This design comes from an exercise in tuning for small area, a short achievable clock period and few clock cycles per item on the open sky130 flow, not from production work.
At most, simulation tests tie the RTL to the original design; equivalence was not proved.
Only the layout flow was run in run 1; the RTL was not checked for function there.

==> flow/design.v (outline; a module is shown in full before it is edited, if it fits) <==
// module mlp_seq_accel: 829 lines
module mlp_seq_accel (
  input  logic        clk,
  input  logic        reset,
  input  logic        start,
  output logic [9:0]  x_addr,
  input  logic [31:0] x_data,
  output logic [19:0] w_addr,
  input  logic [31:0] w_data,
  output logic        rd_en,
  output logic        busy,
  output logic        done,
  output logic [3:0]  predicted_digit,
  output logic [31:0] max_score
);
  // ...
==> flow/flow/run.sh <==
#!/bin/bash
set -uo pipefail
bash standard.sh SETUP_SLACK_MARGIN=9.0 \
  "CTS_ARGS=-sink_clustering_enable -repair_clock_nets -dont_use_dummy_load -sink_clustering_size 24 -sink_clustering_max_diameter 100" \
  finish > flow_make.log 2>&1
==> flow/standard.sh <==
#!/bin/bash
# synth_recipe.tcl (not shown) runs the flow's synth.tcl, then flattens the netlist and writes it again
# the make line also repeats each setting of config.mk as NAME=value (left out here)
make -C /OpenROAD-flow-scripts/flow DESIGN_CONFIG=/design/flow/config.mk WORK_HOME=/design/flow/orfs CLKGATE_MAP_FILE= SYNTH_SCRIPT=/design/flow/synth_recipe.tcl "${@:-finish}"
==> flow/config.mk <==
export PLATFORM = sky130hd
export DESIGN_NAME = mlp_seq_accel
export DESIGN_NICKNAME = mlp_seq_accel
export VERILOG_FILES = /design/flow/design.v
export SDC_FILE = /design/flow/constraint.sdc
export NUM_CORES = 4
export LEC_CHECK = 0
export CAP_MARGIN = 20
export CORE_MARGIN = 2
export CORE_UTILIZATION = 45
export SLEW_MARGIN = 20
==> flow/constraint.sdc <==
create_clock -name core_clock -period 13.0 [get_ports {clk}]
set_input_delay 2.6000 -clock core_clock [delete_from_list [all_inputs] [get_ports {clk}]]
set_output_delay 2.6000 -clock core_clock [all_outputs]
set_load 0.01 [all_outputs]
==> metrics.cfg, run 1 <==
[run_status]
outcome=finished clean

[placement]
pre_cts_slack_ps=8020

[detailed_routing]
avgRoutedWirePerCell_microns=25.1
highest_layer=met5

[critical_path]
endpoint_kind=flop
worstRegToRegCells=16
cp_slowest_stage_delay_ps=550

[finish]
reg.largest.list=ring_q: 710 flops, acc_q: 72 flops, s_q: 64 flops
final_area_sq_um=65600
final-seq-area_sq_um=26900
largest_register=ring_q
stdcell_count=7162
nFlopsAndLatches=1270

[sta]
final_hold_viol_count=0
fmax_ghz=0.240
skew_ps=71.7
final-setup-viol-count=0

[synthesis]
synth_fa_ha_area_share_pct=16.2
yosysWarnings=2
synth_mux_area_share_pct=2.18

[floorplan]
die_x_microns=368

[global_routing]
met1_usage_pct=36.4
antenna_found_initial=6

==> run 2, diff against run 1 <==
--- a/flow/design.v
+++ b/flow/design.v
@@ -761,45 +761,48 @@
   logic [70:0] ring_q [10];
   logic [31:0] r_out;
   logic [3:0]  bidx_q;
   logic [3:0]  pred_q;
   logic [31:0] score_q;
   logic        take;
   logic        sp_q, sn_q;    
   logic [30:0] act_n;
-  logic        co_lo, cya_q, cyr_q;
+  logic        co0, co1, cya0_q, cya1_q, cyr0_q, cyr1_q;
   logic [71:0] acc_res;
   always_comb begin
     xin = ({72{f_radd_q}} & {ring_q[0][70], ring_q[0]}) | ({72{f_acc_q}} & acc_q);
     s2  = s_q ^ c_q ^ e_q;
     c2  = {(s_q[70:0] & c_q[70:0]) | (s_q[70:0] & e_q[70:0]) | (c_q[70:0] & e_q[70:0]), 1'b0};
     t3  = xin ^ s2 ^ c2;
     c3  = {(xin[70:0] & s2[70:0]) | (xin[70:0] & c2[70:0]) | (s2[70:0] & c2[70:0]), 1'b0};
-    {co_lo, sum[35:0]} = {1'b0, t3[35:0]} + {1'b0, c3[35:0]};
-    sum[71:36] = t3[71:36] + c3[71:36] + {35'd0, f_acc_q & cya_q};
-    acc_res = {acc_q[71:36] + {35'd0, cya_q}, acc_q[35:0]};
+    {co0, sum[23:0]}  = {1'b0, t3[23:0]} + {1'b0, c3[23:0]};
+    {co1, sum[47:24]} = {1'b0, t3[47:24]} + {1'b0, c3[47:24]} + {24'd0, f_acc_q & cya0_q};
+    sum[71:48]        = t3[71:48] + c3[71:48] + {23'd0, f_acc_q & cya1_q};
+    acc_res = acc_q + {23'd0, cya1_q, 23'd0, cya0_q, 24'd0};
     if (acc_res[71])          act_n = '0;
     else if (|acc_res[70:55]) act_n = 31'h7FFF_FFFF;
     else                      act_n = acc_res[54:24];
     if (sn_q)      r_out = 32'h8000_0000;
     else if (sp_q) r_out = 32'h7FFF_FFFF;
     else           r_out = ring_q[0][55:24];
     take = (hs_q == 4'd0) || ($signed(r_out) > $signed(act_q));
   end
   always_ff @(posedge clk) begin
     if (f_accen_q) begin
-      acc_q <= sum;
-      cya_q <= co_lo;
+      acc_q  <= sum;
+      cya0_q <= co0;
+      cya1_q <= co1;
     end
-    cyr_q <= f_ringwr_q & co_lo;
+    cyr0_q <= f_ringwr_q & co0;
+    cyr1_q <= f_ringwr_q & co1;
     if (f_act_q) act_q <= {1'b0, act_n};
     else if (f_eval_q && take) act_q <= r_out;
     for (int r = 0; r < 8; r++) ring_q[r] <= ring_q[r+1];
-    ring_q[8] <= {ring_q[9][70:36] + {34'd0, cyr_q}, ring_q[9][35:0]};
+    ring_q[8] <= {ring_q[9][70:24] + {22'd0, cyr1_q, 23'd0, cyr0_q}, ring_q[9][23:0]};
     sn_q <= ring_q[1][70] && !(&ring_q[1][69:55]);
     sp_q <= !ring_q[1][70] && (|ring_q[1][69:55]);
     ring_q[9] <= f_ringwr_q ? sum[70:0] : ring_q[0];
     if (f_eval_q && take) bidx_q <= hs_q;
   end
   always_ff @(posedge clk or posedge reset) begin
     if (reset) begin
       busy_q  <= 1'b0;
==> flow/flow/run.sh (replaced) <==
#!/bin/bash
set -uo pipefail
bash standard.sh SETUP_SLACK_MARGIN=9.25 \
  "CTS_ARGS=-sink_clustering_enable -repair_clock_nets -dont_use_dummy_load -sink_clustering_size 24 -sink_clustering_max_diameter 100" \
  finish > flow_make.log 2>&1
==> metrics.cfg, run 2 <==
[clocking]
clk_latency_ps=710  ; was 700 ps
cts.clk_slew.worst_paths_ps=90  ; about the same
h-tree-depth=3  ; unchanged
cts_sinks=1272  ; was 1270
cts_buffers=67  ; was 66
cts_tree=done  ; unchanged
cts_buffer_depth=3  ; unchanged
cts_hold_buf=0  ; unchanged
cts_root_buf=clkbuf_16  ; unchanged

[synthesis]
seq_area_frac_synth_pct=44.7  ; was 45.1%
synth_ff_type=dfxtp_1  ; unchanged
yosysWarnings=2  ; unchanged
synth_top_cell_by_area=dfxtp_1  ; unchanged
synthCells=5546  ; was 5465
synth_common_cells=dfxtp_1 (1096), inv_1 (545), a22o_1 (365)  ; was dfxtp_1 (1095), inv_1 (504), a22o_1 (369)
yosysTopAreaCellShare_pct=36.5  ; was 36.8%
syn_area_sq_um=60100  ; was 59600 sq um
synth_edf_count=109  ; was 108
syn_avg_cell_area_sq_um=10.8  ; was 10.9 sq um
synth-seq-cells=1272  ; was 1270
yosysUniqueCellTypes=96  ; was 88
netlist_top_cells_area=dfxtp_1 (36%), fa_1 (11%), edfxtp_1 (5.4%)  ; was dfxtp_1 (37%), fa_1 (11%), edfxtp_1 (5.4%)
async_reset_ff_share_pct=5.27  ; was 5.28%
yosysMostFrequentCell=dfxtp_1  ; unchanged

[floorplan]
die_x_microns=370  ; was 368 microns
dieArea_sq_um=137000  ; was 135000 sq um
num_rows=134  ; was 133
start_util_pct=45.2  ; was 45.3%
ioPinCount=136  ; unchanged
dieHeight_microns=370  ; was 368 microns
coreArea_sq_um=133000  ; was 131000 sq um

[placement]
gp_congestion=0.908  ; was 0.897
dp_hpwl_microns=117000  ; was 121000 microns
pre_cts_slack_ps=8100  ; was 8020 ps
port-buffer-count=132  ; unchanged

[sta]
fin_setup_tns_ps=0  ; unchanged
worst_slack_ps=9000  ; was 8830 ps
fmax_ghz=0.250  ; was 0.240 GHz
skew_ps=111  ; was 71.7 ps
final-setup-viol-count=0  ; unchanged
finalCritPeriodShare_pct=30.8  ; was 32.1%
slew_violations=0  ; unchanged
finalCriticalPeriod_ps=4000  ; was 4170 ps
tightest_slew_ps=1150  ; was 1120 ps
rsz0062_at_grt=true  ; unchanged
final_hold_viol_count=0  ; unchanged
max_slew_margin_pct=23.2  ; was 25.6%

[critical_path]
cp_max_fo=5  ; unchanged
cp_slowest_stage_delay_ps=540  ; was 550 ps
worstPathCellList=buf_16 > a22oi_2 > fa_1 > inv_2 > fa_2 > inv_2 > fa_2 > nor2b_2 > o31a_1 > nor3_2 > o21a_2 > o211ai_1 > o221ai_2 > o21a_1 > xnor2_1 > mux2_2  ; was buf_16 > a22oi_2 > fa_1 > inv_2 > fa_2 > inv_2 > fa_2 > nor2b_4 > o2111ai_2 > and3_4 > or4b_4 > a21oi_4 > a41o_1 > o41ai_2 > xnor2_1 > mux2_4
critPathLaunchType=flop  ; unchanged
critPathKind=reg2reg  ; unchanged
arrival_ps=4570  ; was 4740 ps
cp_slowest_cell=dfrtp_4  ; unchanged
cp.required_ps=13570  ; about the same
endpoint_kind=flop  ; unchanged

[finish]
largest_register=ring_q  ; unchanged
drive_above_1_share_pct=13.2  ; was 10.6%
nNetsFinal=6153  ; was 6042
syn2layout_area_growth_pct=10.8  ; was 10.1%
largest_reg_flops=710  ; unchanged
reg.largest.list=ring_q: 710 flops, acc_q: 72 flops, s_q: 64 flops  ; unchanged
final_common_cell=dfxtp_1  ; unchanged
most-common-layout-cells=dfxtp_1 (995), inv_1 (534), a22o_1 (355)  ; was dfxtp_1 (1036), inv_1 (495), a22o_1 (366)

[global_routing]
grt_pass1_vias=42500  ; was 40900
grt_max_degree=72  ; was 68
grt_pass1_wl_microns=273000  ; was 266000 microns
grt_overflow=0  ; unchanged
grt.total_usage_pct=26.6  ; was 25.8%
antenna_found_initial=2  ; was 6

[detailed_routing]
via_count=43100  ; was 41900
ant_nets=0  ; unchanged
wirelength_microns=184000  ; was 180000 microns
drc_errors=0  ; unchanged
avgRoutedWirePerCell_microns=25.3  ; was 25.1 microns
vias_per_cell=5.92  ; was 5.85
first_pass_iters=7  ; unchanged
drtIter0Drc=4576  ; was 4716

[run_status]
outcome=finished clean  ; unchanged

[job]
maxCapViolCount=0  ; unchanged

[min_path]
worstHoldPathType=reg2reg  ; unchanged

## run 2: cell types whose count changed in the layout (fill, tap and decap cells not counted), sizes merged, moves of 24 or more
| cell | previous run | this run |
|---|---|---|
| nor2 | 238 | 214 |
| inv | 506 | 545 |
| o32ai | 30 | 2 |
| buf | 163 | 243 |
| o21ai | 165 | 190 |
| dlygate4sd2 | 29 | 0 |
## run 2: final cells by class
type,count,area [sq um]
Antenna cell,2,5.00
Clock buffer,67,1680
Fill cell,12000,66500
Inverter,546,2050
Multi-Input combinational cell,3316,30700
Sequential cell,1272,27100
Tap cell,1768,2210
Timing Repair Buffer,313,2840
## run 2: metrics by stage
| stage | hold WS [ps] | util (%) | instances | area, sq um |
|---|---|---|---|---|
| 2_1_floorplan | 310 | - | 5548 | 60200 |
| 3_3_place_gp | 310 | 47.1 | 7101 | 62700 |
| 3_5_place_dp | 312 | 47.1 | 7101 | 62700 |
| 4_1_cts | 259 | 49.2 | 7239 | 65500 |
| 5_1_grt | 282 | 50.1 | 7283 | 66600 |
| 6_report | 263 | 50.1 | 7284 | 66600 |
## run 2: final timing paths
check | to | slack [ps] | depth (start not counted) | startpoint
max in group asynchronous | f_acc_q | 9710 | 3 | reset
setup / recovery | ring_q[9][46] | 9000 | 16 | f_radd_q
min in group asynchronous | busy_q | 2120 | 2 | reset
setup reg to reg | ring_q[9][46] | 9000 | 16 | f_radd_q
hold / removal | ring_q[7][62] | 260 | 0 | ring_q[8][62]
hold reg to reg | ring_q[7][62] | 260 | 0 | ring_q[8][62]
## run 2: worst max-delay path: cells and delay by family (launching register included)
| family | cells | cell delay, ps |
|---|---|---|
| AOI/OAI and AO/OA | 6 | 1340 |
| adders and majority gates | 3 | 1070 |
| DFF | 1 | 540 |
| buffers and inverters | 3 | 290 |
| muxes | 1 | 270 |
| and+or+nand+nor | 2 | 200 |
| xor gates and xnor gates | 1 | 150 |
## run 2: cells by family (layout without fill, tap and decap cells)
group,after synthesis,after routing,synth area share [%]
AOI/OAI and AO/OA,1305,1305,16.7
xor gates and xnor gates,560,560,8.16
adders and majority gates,573,573,16.1
buffers and inverters,963,926,6.06
DFF,1272,1272,44.7
muxes,117,117,2.11
other,1,5,0.00624
and+or+nand+nor,755,758,6.16
## run 2: layer usage
| metal | vias to the layer above | share of wire (%) | wire length [microns] | global-route usage [%] |
|---|---|---|---|---|
| met4 | 0 | 5.3 | 9810 | 13.0 |
| met2 | 2332 | 42 | 77000 | 38.9 |
| met1 | 21100 | 42 | 77500 | 35.7 |
| li1 | 19100 | - | - | - |
| met5 | - | 0 | 0 | 0 |
| met3 | 546 | 11 | 19900 | 8.02 |
## run 2: timing repair
item / in CTS / in global routing
gates cloned: 8 / 2
buffers inserted: 63 / 41
setup endpoints to repair: 299 / 254
resized for setup: 452 / 177
pin swaps: 41 / 68
Testbench counts of run 2, summed over its fixed seeds: cycles 814,328, items 8.
==> run 3, diff against run 2 <==
==> flow/flow/run.sh (replaced) <==
#!/bin/bash
set -uo pipefail
bash standard.sh SETUP_SLACK_MARGIN=9.0 TNS_END_PERCENT=5 \
  "CTS_ARGS=-sink_clustering_enable -repair_clock_nets -dont_use_dummy_load -sink_clustering_size 24 -sink_clustering_max_diameter 100" \
  finish > flow_make.log 2>&1
==> metrics.cfg, run 3 <==
[run_status]
outcome=finished clean  ; unchanged

[clocking]
cts_sinks=1272  ; unchanged
cts_hold_buf=0  ; unchanged
cts_buffer_depth=3  ; unchanged
cts_root_buf=clkbuf_16  ; unchanged
cts_buffers=67  ; unchanged
cts_tree=done  ; unchanged
h-tree-depth=3  ; unchanged
cts.clk_slew.worst_paths_ps=90  ; about the same
clk_latency_ps=740  ; was 710 ps

[synthesis]
synth_top_cell_by_area=dfxtp_1  ; unchanged
synth_ff_type=dfxtp_1  ; unchanged
yosysUniqueCellTypes=96  ; unchanged
syn_avg_cell_area_sq_um=10.8  ; unchanged
netlist_top_cells_area=dfxtp_1 (36%), fa_1 (11%), edfxtp_1 (5.4%)  ; unchanged
syn_area_sq_um=60100  ; unchanged
yosysTopAreaCellShare_pct=36.5  ; unchanged
yosysWarnings=2  ; unchanged
synth_common_cells=dfxtp_1 (1096), inv_1 (545), a22o_1 (365)  ; unchanged
yosysMostFrequentCell=dfxtp_1  ; unchanged
async_reset_ff_share_pct=5.27  ; unchanged
synth_edf_count=109  ; unchanged
synthCells=5546  ; unchanged
synth-seq-cells=1272  ; unchanged
seq_area_frac_synth_pct=44.7  ; unchanged

[sta]
fmax_ghz=0.238  ; was 0.250 GHz
tightest_slew_ps=1210  ; was 1150 ps
finalCriticalPeriod_ps=4210  ; was 4000 ps
final_hold_viol_count=0  ; unchanged
skew_ps=96.2  ; was 111 ps
slew_violations=0  ; unchanged
worst_slack_ps=8790  ; was 9000 ps
rsz0062_at_grt=true  ; unchanged
fin_setup_tns_ps=0  ; unchanged
final-setup-viol-count=0  ; unchanged
max_slew_margin_pct=19.4  ; was 23.2%
finalCritPeriodShare_pct=32.4  ; was 30.8%

[floorplan]
die_x_microns=370  ; unchanged
num_rows=134  ; unchanged
coreArea_sq_um=133000  ; unchanged
ioPinCount=136  ; unchanged
start_util_pct=45.2  ; unchanged
dieHeight_microns=370  ; unchanged
dieArea_sq_um=137000  ; unchanged

[min_path]
worstHoldPathType=reg2reg  ; unchanged

[critical_path]
worstPathCellList=clkdlybuf4s50_1  ; was buf_16 > a22oi_2 > fa_1 > inv_2 > fa_2 > inv_2 > fa_2 > nor2b_2 > o31a_1 > nor3_2 > o21a_2 > o211ai_1 > o221ai_2 > o21a_1 > xnor2_1 > mux2_2
cp_slowest_cell=clkdlybuf4s50_1  ; was dfrtp_4
critPathTopFamily=buffers and inverters  ; was compound AO/OA/AOI/OAI gates
endpoint_kind=primary output  ; was flop
cp_max_fo=2  ; was 5
cp_slowest_stage_delay_ps=540  ; about the same
arrival_ps=1610  ; was 4570 ps
path_buf_inv=1  ; was 3
cp.required_ps=10400  ; was 13570 ps
critPathKind=reg2out  ; was reg2reg
critPathLaunchType=flop  ; unchanged

[detailed_routing]
first_pass_iters=6  ; was 7
drtIter0Drc=5007  ; was 4576
avgRoutedWirePerCell_microns=25.1  ; was 25.3 microns
drc_errors=0  ; unchanged
ant_nets=0  ; unchanged
wirelength_microns=180000  ; was 184000 microns
via_count=42500  ; was 43100
vias_per_cell=5.92  ; about the same

[placement]
port-buffer-count=132  ; unchanged
pre_cts_slack_ps=8120  ; was 8100 ps
gp_congestion=0.903  ; was 0.908
dp_hpwl_microns=118000  ; was 117000 microns

[global_routing]
grt_max_degree=68  ; was 72
grt_pass1_wl_microns=270000  ; was 273000 microns
grt_overflow=0  ; unchanged
grt.total_usage_pct=26.2  ; was 26.6%
grt_pass1_vias=42200  ; was 42500
antenna_found_initial=5  ; was 2

[finish]
most-common-layout-cells=dfxtp_1 (1023), inv_1 (544), a22o_1 (365)  ; was dfxtp_1 (995), inv_1 (534), a22o_1 (355)
nNetsFinal=6055  ; was 6153
insertedDiodeCount=0  ; was 2
final_core_util_pct=48.6  ; was 50.1%
reg.largest.list=ring_q: 710 flops, acc_q: 72 flops, s_q: 64 flops  ; unchanged
largest_reg_flops=710  ; unchanged
syn2layout_area_growth_pct=7.61  ; was 10.8%
largest_register=ring_q  ; unchanged
final_common_cell=dfxtp_1  ; unchanged
drive_above_1_share_pct=7.16  ; was 13.2%

[job]
maxCapViolCount=0  ; unchanged

==> run 3: worst paths after layout <==
kind                               from            end  cells past startpoint  slack [ps]
max                         score_q[13]  max_score[13]                      1        8790
max reg2reg                    f_radd_q  ring_q[9][46]                     16        8900
min reg2reg                ring_q[7][9]   ring_q[6][9]                      0         280
min                        ring_q[7][9]   ring_q[6][9]                      0         280
min in group asynchronous         reset         done_q                      3        2510
max in group asynchronous         reset     f_ringwr_q                      3        9760
==> run 3: layout make-up <==
class / instances / area [sq um]
Multi-Input combinational cell: 3313 / 29700
Clock buffer: 67 / 1680
Tap cell: 1768 / 2210
Timing Repair Buffer: 218 / 2030
Inverter: 546 / 2050
Fill cell: 12200 / 68400
Sequential cell: 1272 / 27000
==> run 3: worst reg2reg max path, delay by kind of cell (launching register included) <==
family	cells	cell delay, ps
and+or+nand+nor	2	190
adders and majority gates	3	1110
buffers and inverters	3	380
xor gates and xnor gates	1	150
DFF	1	540
muxes	1	270
AOI/OAI and AO/OA	6	1380
==> run 3: repair_timing <==
action                                  in CTS  in global routing
gates cloned                                 2                  0
endpoints found under the setup margin     224                223
setup buffers                                9                  4
pin swaps                                    8                  5
resized for setup                           75                 16
==> run 3: metal layers <==
metal / vias to the layer above / share of wire, % / GRT usage [%]
met5: - / 0 / 0
met4: 0 / 5.0 / 11.6
met3: 488 / 10 / 7.74
met2: 2199 / 42 / 38.7
met1: 20900 / 43 / 35.4
li1: 18900 / - / -
==> run 3: cell families (layout without fill, tap and decap cells) <==
| family | count (synthesis) | after routing | synth area share [%] |
|---|---|---|---|
| compound gates | 1305 | 1305 | 16.7 |
| xor+xnor | 560 | 560 | 8.16 |
| fa+ha+maj | 573 | 573 | 16.1 |
| buf+inv | 963 | 831 | 6.06 |
| flops | 1272 | 1272 | 44.7 |
| mux | 117 | 117 | 2.11 |
| other cells | 1 | 3 | 0.00624 |
| simple gates | 755 | 755 | 6.16 |
==> run 3: stage by stage <==
step / hold WS (ps) / cell area [sq um] / std cells
2_1_floorplan: 310 / 60100 / 5548
3_3_place_gp: 310 / 62700 / 7102
3_5_place_dp: 312 / 62700 / 7102
4_1_cts: 285 / 64600 / 7180
5_1_grt: 287 / 64700 / 7184
6_report: 278 / 64700 / 7184
==> run 4, diff against run 3 <==
==> flow/flow/run.sh (replaced) <==
#!/bin/bash
set -uo pipefail
bash standard.sh SETUP_SLACK_MARGIN=9.0 \
  "CTS_ARGS=-sink_clustering_enable -repair_clock_nets -dont_use_dummy_load -sink_clustering_size 24 -sink_clustering_max_diameter 100" \
  finish > flow_make.log 2>&1
==> metrics.cfg, run 4 <==
[synthesis]
yosysMostFrequentCell=dfxtp_1  ; unchanged
syn_avg_cell_area_sq_um=10.8  ; unchanged
synthCells=5546  ; unchanged
synth_edf_count=109  ; unchanged
async_reset_ff_share_pct=5.27  ; unchanged
synth-seq-cells=1272  ; unchanged
synth_ff_type=dfxtp_1  ; unchanged
yosysUniqueCellTypes=96  ; unchanged
syn_area_sq_um=60100  ; unchanged
yosysTopAreaCellShare_pct=36.5  ; unchanged
yosysWarnings=2  ; unchanged
seq_area_frac_synth_pct=44.7  ; unchanged
synth_common_cells=dfxtp_1 (1096), inv_1 (545), a22o_1 (365)  ; unchanged
synth_top_cell_by_area=dfxtp_1  ; unchanged
netlist_top_cells_area=dfxtp_1 (36%), fa_1 (11%), edfxtp_1 (5.4%)  ; unchanged

[global_routing]
grt_overflow=0  ; unchanged
met1_usage_pct=35.4  ; about the same
grt.total_usage_pct=26.2  ; about the same
met2_usage_pct=38.7  ; about the same
grt.busiest_layer=met2  ; unchanged
antenna_found_initial=6  ; was 5
grt_pass1_vias=42300  ; was 42200
grt_max_degree=68  ; unchanged
grt_pass1_wl_microns=270000  ; about the same
grtUsageMet3_pct=7.88  ; was 7.74%

[placement]
gp_congestion=0.903  ; unchanged
dpl-instance-area_sq_um=62700  ; unchanged
dp_hpwl_microns=118000  ; unchanged
port-buffer-count=132  ; unchanged

[critical_path]
arrival_ps=4530  ; was 1610 ps
r2r-end=c_q[38]  ; was ring_q[9][46]
endpoint_kind=flop  ; was primary output
worstPathCellList=a22o_1 > a221oi_1 > xor2_1 > fa_1 > fa_1 > fa_1 > inv_1 > fa_1  ; was clkdlybuf4s50_1
cp_slowest_cell=dfxtp_1  ; was clkdlybuf4s50_1
cp.required_ps=13540  ; was 10400 ps
critPathTopFamily=adder cells  ; was buffers and inverters
cp_max_fo=10  ; was 2
cp_slowest_stage_delay_ps=1120  ; was 540 ps
critPathKind=reg2reg  ; was reg2out
worstRegToRegCells=8  ; was 16
path_buf_inv=1  ; unchanged
reg2reg_slack_ps=9010  ; was 8900 ps
critPathLaunchType=flop  ; unchanged
crit_top_cell=fa_1
r2r_start=a3_q[24]  ; was f_radd_q

[min_path]
hold_depth=0  ; unchanged
worst_hold_path.endpoint=ring_q[6][9]  ; unchanged
min-delay-start=ring_q[7][9]  ; unchanged
worstHoldPathType=reg2reg  ; unchanged

[finish]
multi_input_area_sq_um=29900  ; was 29700 sq um
insertedDiodeCount=0  ; unchanged
reg.largest.list=ring_q: 710 flops, acc_q: 72 flops, s_q: 64 flops  ; unchanged
final-seq-area_sq_um=27000  ; about the same
syn2layout_area_growth_pct=8.14  ; was 7.61%
nNetsFinal=6077  ; was 6055
most-common-layout-cells=dfxtp_1 (1020), inv_1 (539), a22o_1 (363)  ; was dfxtp_1 (1023), inv_1 (544), a22o_1 (365)
largest_reg_flops=710  ; unchanged
num-fill-cells=12200  ; about the same
final_common_cell=dfxtp_1  ; unchanged
final_area_sq_um=65000  ; was 64700 sq um
largest_register=ring_q  ; unchanged
drive_above_1_share_pct=8.92  ; was 7.16%

[floorplan]
start_util_pct=45.2  ; unchanged
dieArea_sq_um=137000  ; unchanged
die_x_microns=370  ; unchanged
coreArea_sq_um=133000  ; unchanged
dieHeight_microns=370  ; unchanged
num_rows=134  ; unchanged
ioPinCount=136  ; unchanged

[job]
maxCapViolCount=0  ; unchanged

[detailed_routing]
drc_errors=0  ; unchanged
avgRoutedWirePerCell_microns=25.3  ; was 25.1 microns
vias_per_cell=5.97  ; was 5.92
first_pass_iters=9  ; was 6
wirelength_microns=182000  ; was 180000 microns
ant_nets=0  ; unchanged
drtIter0Drc=4882  ; was 5007
via_count=43000  ; was 42500

[run_status]
outcome=finished clean  ; unchanged

[clocking]
h-tree-depth=3  ; unchanged
clk_latency_ps=740  ; about the same
cts_sinks=1272  ; unchanged
cts_root_buf=clkbuf_16  ; unchanged
cts_hold_buf=0  ; unchanged
cts_buffers=67  ; unchanged
cts_buffer_depth=3  ; unchanged
cts.clk_slew.worst_paths_ps=90  ; about the same
cts_tree=done  ; unchanged

[sta]
max_slew_margin_pct=19.0  ; was 19.4%
skew_ps=96.5  ; was 96.2 ps
hold_slack_ps=278  ; about the same
final_hold_viol_count=0  ; unchanged
tightest_slew_ps=1210  ; about the same
fmax_ghz=0.251  ; was 0.238 GHz
slew_violations=0  ; unchanged
finalCriticalPeriod_ps=3990  ; was 4210 ps
rsz0062_at_grt=true  ; unchanged
finalCritPeriodShare_pct=30.7  ; was 32.4%
fin_setup_tns_ps=0  ; unchanged
final-setup-viol-count=0  ; unchanged

## run 4: cell counts after synthesis
No cell type changed its count.
## run 4: cells by family after synthesis
| kind of cell | count (synthesis) | share of synthesized area, % |
|---|---|---|
| AOI/OAI and AO/OA | 1305 | 16.7 |
| xor gates and xnor gates | 560 | 8.16 |
| adders and majority gates | 573 | 16.1 |
| buffers and inverters | 963 | 6.06 |
| DFF | 1272 | 44.7 |
| muxes | 117 | 2.11 |
| other | 1 | 0.00624 |
| and+or+nand+nor | 755 | 6.16 |
## run 4: cell type report
| class | count | share of cell area, % |
|---|---|---|
| Timing Repair Buffer | 240 | 3.30 |
| Inverter | 546 | 3.16 |
| Multi-Input combinational cell | 3313 | 46.0 |
| Sequential cell | 1272 | 41.5 |
| Tap cell | 1768 | 3.40 |
| Clock buffer | 67 | 2.58 |
## run 4: how the worst max path moves through the flow
| stage | from | endpoint | cells after the start |
|---|---|---|---|
| 2_1_floorplan | sp_q | act_q[0] | 15 |
| 3_3_place_gp | f_radd_q | ring_q[9][46] | 16 |
| 3_5_place_dp | f_radd_q | ring_q[9][46] | 16 |
| 4_1_cts | s_q[24] | ring_q[9][46] | 16 |
| 5_1_grt | e_q[24] | ring_q[9][42] | 18 |
| 6_report | a3_q[24] | c_q[38] | 8 |
## run 4: per-layer routing
layer / vias to the layer above / wire [microns]
met5: - / 14
met4: 2 / 9440
met3: 546 / 19000
met2: 2310 / 76600
met1: 21200 / 77000
li1: 19000 / -
## run 4: per-stage QoR
stage                     instances  utilization, %  setup WS (ps)
final                          7206            48.8           9010
after global placement         7102            47.1           8170
after detailed placement       7102            47.1           8120
after global routing           7206            48.8           8880
after CTS                      7187            48.5           9000
after floorplan                5548               -           9070
## run 4: what timing repair did
| item | in CTS | in global routing |
|---|---|---|
| cloned | 2 | 3 |
| resized for setup | 211 | 77 |
| pin swaps | 11 | 33 |
| setup buffers | 16 | 16 |
| setup endpoints to repair | 224 | 165 |
==> run 5, diff against run 4 <==
--- a/flow/config.mk
+++ b/flow/config.mk
@@ -7,5 +7,5 @@
 export LEC_CHECK = 0
 export CAP_MARGIN = 20
 export CORE_MARGIN = 2
-export CORE_UTILIZATION = 45
+export CORE_UTILIZATION = 40
 export SLEW_MARGIN = 20
==> metrics.cfg, run 5 <==
[synthesis]
synth_common_cells=dfxtp_1 (1096), inv_1 (545), a22o_1 (365)  ; unchanged
netlist_top_cells_area=dfxtp_1 (36%), fa_1 (11%), edfxtp_1 (5.4%)  ; unchanged
async_reset_ff_share_pct=5.27  ; unchanged
yosysTopAreaCellShare_pct=36.5  ; unchanged
synth_edf_count=109  ; unchanged
syn_area_sq_um=60100  ; unchanged
seq_area_frac_synth_pct=44.7  ; unchanged
yosysWarnings=2  ; unchanged
yosysMostFrequentCell=dfxtp_1  ; unchanged
synth_ff_type=dfxtp_1  ; unchanged
yosysUniqueCellTypes=96  ; unchanged
syn_avg_cell_area_sq_um=10.8  ; unchanged
synth_top_cell_by_area=dfxtp_1  ; unchanged
synthCells=5546  ; unchanged
synth-seq-cells=1272  ; unchanged

[detailed_routing]
drtIter0Drc=4574  ; was 4882
vias_per_cell=5.76  ; was 5.97
wirelength_microns=180000  ; was 182000 microns
drc_errors=0  ; unchanged
avgRoutedWirePerCell_microns=24.1  ; was 25.3 microns
ant_nets=0  ; unchanged
via_count=42900  ; was 43000
first_pass_iters=6  ; was 9

[finish]
final_core_util_pct=43.8  ; was 48.8%
nNetsFinal=6074  ; was 6077
reg.largest.list=ring_q: 710 flops, acc_q: 72 flops, s_q: 64 flops  ; unchanged
final_area_sq_um=65500  ; was 65000 sq um
final_common_cell=dfxtp_1  ; unchanged
drive_above_1_share_pct=9.07  ; was 8.92%
largest_register=ring_q  ; unchanged
most-common-layout-cells=dfxtp_1 (1013), inv_1 (541), a22o_1 (364)  ; was dfxtp_1 (1020), inv_1 (539), a22o_1 (363)
syn2layout_area_growth_pct=8.98  ; was 8.14%
largest_reg_flops=710  ; unchanged

[critical_path]
endpoint_kind=flop  ; unchanged
cp.required_ps=13600  ; was 13540 ps
cp_max_fo=13  ; was 10
arrival_ps=4650  ; was 4530 ps
critPathKind=reg2reg  ; unchanged
worstRegToRegCells=15  ; was 8
critPathLaunchType=flop  ; unchanged

[global_routing]
grt_pass1_vias=42400  ; was 42300
antenna_found_initial=11  ; was 6
grt_pass1_wl_microns=268000  ; was 270000 microns
grt_max_degree=72  ; was 68
grt.total_usage_pct=23.1  ; was 26.2%
grt_overflow=0  ; unchanged

[clocking]
cts.clk_slew.worst_paths_ps=100  ; was 90 ps
cts_buffers=66  ; was 67
clk_latency_ps=710  ; was 740 ps
cts_tree=done  ; unchanged
h-tree-depth=3  ; unchanged
cts_root_buf=clkbuf_16  ; unchanged
cts_buffer_depth=3  ; unchanged
cts_sinks=1272  ; unchanged
cts_hold_buf=0  ; unchanged

[sta]
final_hold_viol_count=0  ; unchanged
fin_setup_tns_ps=0  ; unchanged
max_slew_margin_pct=19.8  ; was 19.0%
tightest_slew_ps=1200  ; was 1210 ps
worst_slack_ps=8950  ; was 9010 ps
final-setup-viol-count=0  ; unchanged
finalCriticalPeriod_ps=4050  ; was 3990 ps
skew_ps=74.7  ; was 96.5 ps
fmax_ghz=0.247  ; was 0.251 GHz
slew_violations=0  ; unchanged
finalCritPeriodShare_pct=31.1  ; was 30.7%
rsz0062_at_grt=true  ; unchanged

[floorplan]
start_util_pct=40.2  ; was 45.2%
die_x_microns=392  ; was 370 microns
num_rows=142  ; was 134
ioPinCount=136  ; unchanged
dieHeight_microns=392  ; was 370 microns
coreArea_sq_um=150000  ; was 133000 sq um
dieArea_sq_um=153000  ; was 137000 sq um

[placement]
pre_cts_slack_ps=7980  ; was 8120 ps
gp_congestion=0.917  ; was 0.903
port-buffer-count=132  ; unchanged
dpl-instance-area_sq_um=63000  ; was 62700 sq um
dp_hpwl_microns=117000  ; was 118000 microns

[job]
maxCapViolCount=0  ; unchanged

[min_path]
worstHoldPathType=reg2reg  ; unchanged
hold_depth=0  ; unchanged

[run_status]
outcome=finished clean  ; unchanged

==> run 5: cell counts after synthesis <==
Identical to the previous run, type by type.
==> run 5: metal layers <==
metal | part of all wire, % | vias to the layer above | track usage [%]
met4 | 5.4 | 16 | 11.4
met5 | 0.11 | - | 0.159
met1 | 42 | 21100 | 30.5
li1 | - | 18900 | -
met2 | 43 | 2321 | 34.7
met3 | 9.9 | 596 | 6.51
==> run 5: cell families (layout without fill, tap and decap cells) <==
group	after synthesis	in the layout	synth area share, %
compound gates	1305	1305	16.7
buf+inv	963	850	6.06
fa+ha+maj	573	573	16.1
simple gates	755	755	6.16
flops	1272	1272	44.7
xor+xnor	560	560	8.16
mux	117	117	2.11
other cells	1	6	0.00624
==> run 5: cell type report <==
class	count	area, sq um
multi-input cells	3313	30000
fillers	14100	84100
flip-flops and latches	1272	27000
well taps	2016	2520
diodes	3	7.51
repair buffers	238	2240
inverters	546	2050
clock buffers	66	1650
==> run 5: worst paths after layout <==
check | start | end | slack (ps)
min in group asynchronous | reset | done_q | 2510
worst min register to register | ring_q[2][26] | ring_q[1][26] | 290
worst min-delay path | ring_q[2][26] | ring_q[1][26] | 290
max in group asynchronous | reset | f_ringwr_q | 9790
worst max register to register | f_radd_q | ring_q[9][46] | 8950
worst max-delay path | f_radd_q | ring_q[9][46] | 8950
==> run 5: what timing repair did <==
item	CTS	global route
buffers inserted	24	14
cloned	4	1
pin swaps	9	28
gates resized for setup	177	119
setup endpoints to repair	276	180
==> run 5: worst max-delay path, stage by stage (launching register included) <==
cell      delay, ps
dfrtp_4         550
buf_6           180
buf_6           170
buf_6           170
a22o_1          260
fa_1            490
ha_4            320
nand2_1          70
or3_4           380
inv_2           100
nand3_1          80
o211ai_1        320
o221ai_2        160
o21a_1          250
xnor2_1         160
mux2_2          270
==> run 5: per-stage QoR <==
stage | cells | hold WS [ps]
finish | 7454 | 290
floorplan | 5548 | 310
global route | 7451 | 300
detailed placement | 7342 | 312
CTS | 7436 | 294
global placement | 7342 | 310

## afterwards: timing with drivers on the ports
How much do the figures lean on ideal ports? The routed layouts below were timed once more, with nothing changed but the port constraints. Step 1: set_driving_cell puts a clkbuf_16 on clk and a buf_2 on each other input, an assumption about the parent block. Step 2 adds t to the input delays and takes it off the output delays; t is the mean of the earliest and latest rising clock arrival at the registers after step 1. Input paths then give back, and output paths get back, about the clock's delay inside the block. Three values: no drivers, after step 1, after step 2; two values: the first two.
| run | t, ns | slack for setup (ns) | worst setup path after step 2 | pins driven straight from the clock port |
|---|---|---|---|---|
| run 1 | 0.733 | 8.829 / 8.829 / 8.829 | register to register | 1 |
| run 2 | 0.736 | 8.998 / 8.998 / 8.998 | register to register | 1 |
| run 3 | 0.774 | 8.793 / 8.711 / 8.899 | register to register | 1 |
| run 4 | 0.775 | 9.012 / 8.966 / 9.012 | register to register | 1 |
| run 5 | 0.758 | 8.952 / 8.952 / 8.952 | register to register | 1 |
After both steps every run listed still meets setup and hold.
